Background: an optimization exercise with open tools, aiming at small area, a short achievable clock period and few clock cycles per item. Do not read the settings as production practice. Function was checked by simulation only, so behaviour that the tests miss may differ from the original. Power figures rest on the tool's default switching activity, not on a simulated workload.

the baseline:
==> flow/design.v <==
package imem_pkg;
    localparam int DEPTH_LOG2_DEF = 8;
    localparam int DATA_W         = 16;
    localparam int ADDR_W         = 16;
endpackage
module lat_counter (
    input  logic clk,
    input  logic rst,
    output logic zero_o
);
    assign zero_o = 1'b1;
endmodule
module imem_sel #(
    parameter int N = 4
) (
    input  logic [N-1:0] sel_i,
    input  logic [N-1:0] in_i,
    output logic         out_o
);
    assign out_o = |(sel_i & in_i);
endmodule
module imem_resp (
    input  logic              clk,
    input  logic              rst,
    input  logic              req,
    input  logic              wr,
    input  logic [imem_pkg::ADDR_W-1:0] addr,
    input  logic [imem_pkg::DATA_W-1:0] data_in,
    output logic [imem_pkg::DATA_W-1:0] data_out,
    output logic              stall,
    output logic              done,
    output logic              err
);
    localparam int DEPTH_LOG2 = imem_pkg::DEPTH_LOG2_DEF;
    localparam int DEPTH      = 1 << DEPTH_LOG2;
    localparam int DW         = imem_pkg::DATA_W;
    logic [DW-1:0] mem_q [DEPTH];
    logic [DW-1:0] data_out_q, data_out_d;
    logic          done_q, err_q;
    logic [DEPTH_LOG2-1:0] idx;
    logic                  mem_we;
    logic                  mem_re;
    assign idx    = addr[DEPTH_LOG2:1];
    assign mem_we = req && !rst && !addr[0] &&  wr;
    assign mem_re = req && !addr[0] && !wr;
    logic [7:0] dec0, dec1;
    logic [3:0] dec2;
    always_comb begin
        for (int k = 0; k < 8; k++) dec0[k] = (idx[2:0] == k);
        for (int k = 0; k < 8; k++) dec1[k] = (idx[5:3] == k);
        for (int k = 0; k < 4; k++) dec2[k] = (idx[7:6] == k);
    end
    logic [DW-1:0] rd_l1 [32];
    logic [DW-1:0] rd_l2 [4];
    logic       rd_en, hold;
    logic [4:0] sel3;
    assign rd_en = mem_re && !rst;
    assign hold  = !mem_re && !rst;
    always_comb begin
        for (int k = 0; k < 4; k++) sel3[k] = dec2[k] && rd_en;
        sel3[4] = hold;
    end
    for (genvar b = 0; b < DW; b++) begin : g_bit
        for (genvar g = 0; g < 32; g++) begin : g_l1
            logic [7:0] in_b;
            for (genvar k = 0; k < 8; k++) begin : g_in
                assign in_b[k] = mem_q[8 * g + k][b];
            end
            imem_sel #(.N(8)) u_sel (.sel_i(dec0), .in_i(in_b), .out_o(rd_l1[g][b]));
        end
        for (genvar g = 0; g < 4; g++) begin : g_l2
            logic [7:0] in_b;
            for (genvar k = 0; k < 8; k++) begin : g_in
                assign in_b[k] = rd_l1[8 * g + k][b];
            end
            imem_sel #(.N(8)) u_sel (.sel_i(dec1), .in_i(in_b), .out_o(rd_l2[g][b]));
        end
        begin : g_l3
            logic [4:0] in_b;
            for (genvar k = 0; k < 4; k++) begin : g_in
                assign in_b[k] = rd_l2[k][b];
            end
            assign in_b[4] = data_out_q[b];
            imem_sel #(.N(5)) u_sel (.sel_i(sel3), .in_i(in_b), .out_o(data_out_d[b]));
        end
    end
    always_ff @(posedge clk) begin
        data_out_q <= data_out_d;
        if (rst) begin
            done_q <= 1'b0;
            err_q  <= 1'b0;
        end else begin
            done_q <= req;
            err_q  <= req && addr[0];
        end
    end
    always_ff @(posedge clk) begin
        if (mem_we) begin
            mem_q[idx] <= data_in;
        end
    end
    assign data_out = data_out_q;
    assign stall    = 1'b0;
    assign done     = done_q;
    assign err      = err_q;
endmodule
export LEC_CHECK = 0
export CAP_MARGIN = 20
export CORE_MARGIN = 2
export CORE_UTILIZATION = 40
export CTS_CLUSTER_DIAMETER = 100
export CTS_CLUSTER_SIZE = 24
export SETUP_SLACK_MARGIN = 3.0
export SLEW_MARGIN = 20
export SYNTH_HIERARCHICAL = 1
export SYNTH_MINIMUM_KEEP_SIZE = 0
export TNS_END_PERCENT = 5
create_clock -name core_clock -period 5.0 [get_ports {clk}]
standard.sh (not shown) runs the stock make flow with config.mk's settings and CLKGATE_MAP_FILE= SYNTH_SCRIPT=/design/flow/synth_recipe.tcl, a recipe that flattens the netlist after the stock synthesis.
==> flow/flow/run.sh <==
#!/bin/bash
# Standard ORFS layout (standard synthesis unchanged), with two changes:
#  - port buffers are plain buf_2 cells instead of the default delay buffer,
#  - timing repair may resize cells across footprints, so port buffers and
#    other cells on critical paths can be upsized.
# The full make output is kept in standard.log; ORFS keeps each step's log
# under orfs/logs/.
set -euo pipefail
bash standard.sh MATCH_CELL_FOOTPRINT=0 \
    "BUFFER_PORTS_ARGS=-buffer_cell sky130_fd_sc_hd__buf_2" \
    finish > standard.log 2>&1
The baseline: done, clean on timing, DRC and antenna
Testbench counts of the baseline, summed over its fixed seeds: cycles 16,000, items 16,000.
#### Input delta (the candidate over the baseline)
--- a/flow/design.v
+++ b/flow/design.v
@@ -18,6 +18,13 @@
     output logic         out_o
 );
     assign out_o = |(sel_i & in_i);
+endmodule
+module imem_nor2 (
+    input  logic a_n_i,
+    input  logic b_n_i,
+    output logic y_o
+);
+    assign y_o = !(a_n_i || b_n_i);
 endmodule
 module imem_resp (
     input  logic              clk,
@@ -94,9 +101,18 @@
             err_q  <= req && addr[0];
         end
     end
+    logic [15:0]    we_row_n, we_col_n;
+    logic [DEPTH-1:0] word_we;
+    always_comb begin
+        for (int r = 0; r < 16; r++) we_row_n[r] = !(mem_we && (idx[7:4] == r));
+        for (int c = 0; c < 16; c++) we_col_n[c] = !(idx[3:0] == c);
+    end
+    for (genvar i = 0; i < DEPTH; i++) begin : g_we
+        imem_nor2 u_we (.a_n_i(we_row_n[i / 16]), .b_n_i(we_col_n[i % 16]), .y_o(word_we[i]));
+    end
     always_ff @(posedge clk) begin
-        if (mem_we) begin
-            mem_q[idx] <= data_in;
+        for (int i = 0; i < DEPTH; i++) begin
+            if (word_we[i]) mem_q[i] <= data_in;
         end
     end
     assign data_out = data_out_q;
==> comparison <==
Taking the baseline as the reference, in the candidate least setup slack across all paths after layout lower; fraction of the mapped netlist area in compound gates roughly the same; switching power lower; total routed wire length on the met1 layer lower; actual slew at the worst max-slew pin lower.
Of the baseline and the candidate, the candidate shows the lower area of all placed cells without fillers, with the baseline above it.
The routed wire length of the candidate and that of the baseline are within noise of each other.
Lower number of placed instances with taps included goes to the baseline over the candidate.
From the baseline to the candidate the numbers moved as follows: worst clock skew has increased, count of multi-input gates increased by 0.40% relative to the old numbers.
Testbench counts of the candidate, summed over its fixed seeds: cycles 16,000, items 16,000.

[separate check: timing with driven ports]
The results above use ideal ports. As a check the final layouts listed here were re-extracted and re-timed, cells and wires unchanged.
Step 1, drivers: a clkbuf_16 drives clk and a buf_2 each remaining input, both assumed.
Step 2, shift: input delay + t, output delay - t, t = (earliest + latest rising clock arrival at the registers) / 2. This alone moves slack from input paths to output paths.
a / b / c = ideal ports / drivers / drivers and shift; a / b = the first two.
run | t, ns | setup WS [ns] | worst hold slack (ns) | worst setup path at the end | slew at the worst register clock pin (ns)
the baseline | 1.024 | 2.119 / 2.066 / 1.042 | 0.250 / 0.185 / 0.495 | input to register | 0.10 / 0.10
the candidate | 0.999 | 1.969 / 1.829 / 0.829 | 0.319 / 0.241 / 0.632 | input to register | 0.10 / 0.10
After both steps setup and hold are still met in every run listed. The setup slack of the candidate, which loses most, moves by -0.140 ns with the drivers and by -1.140 ns with both steps.
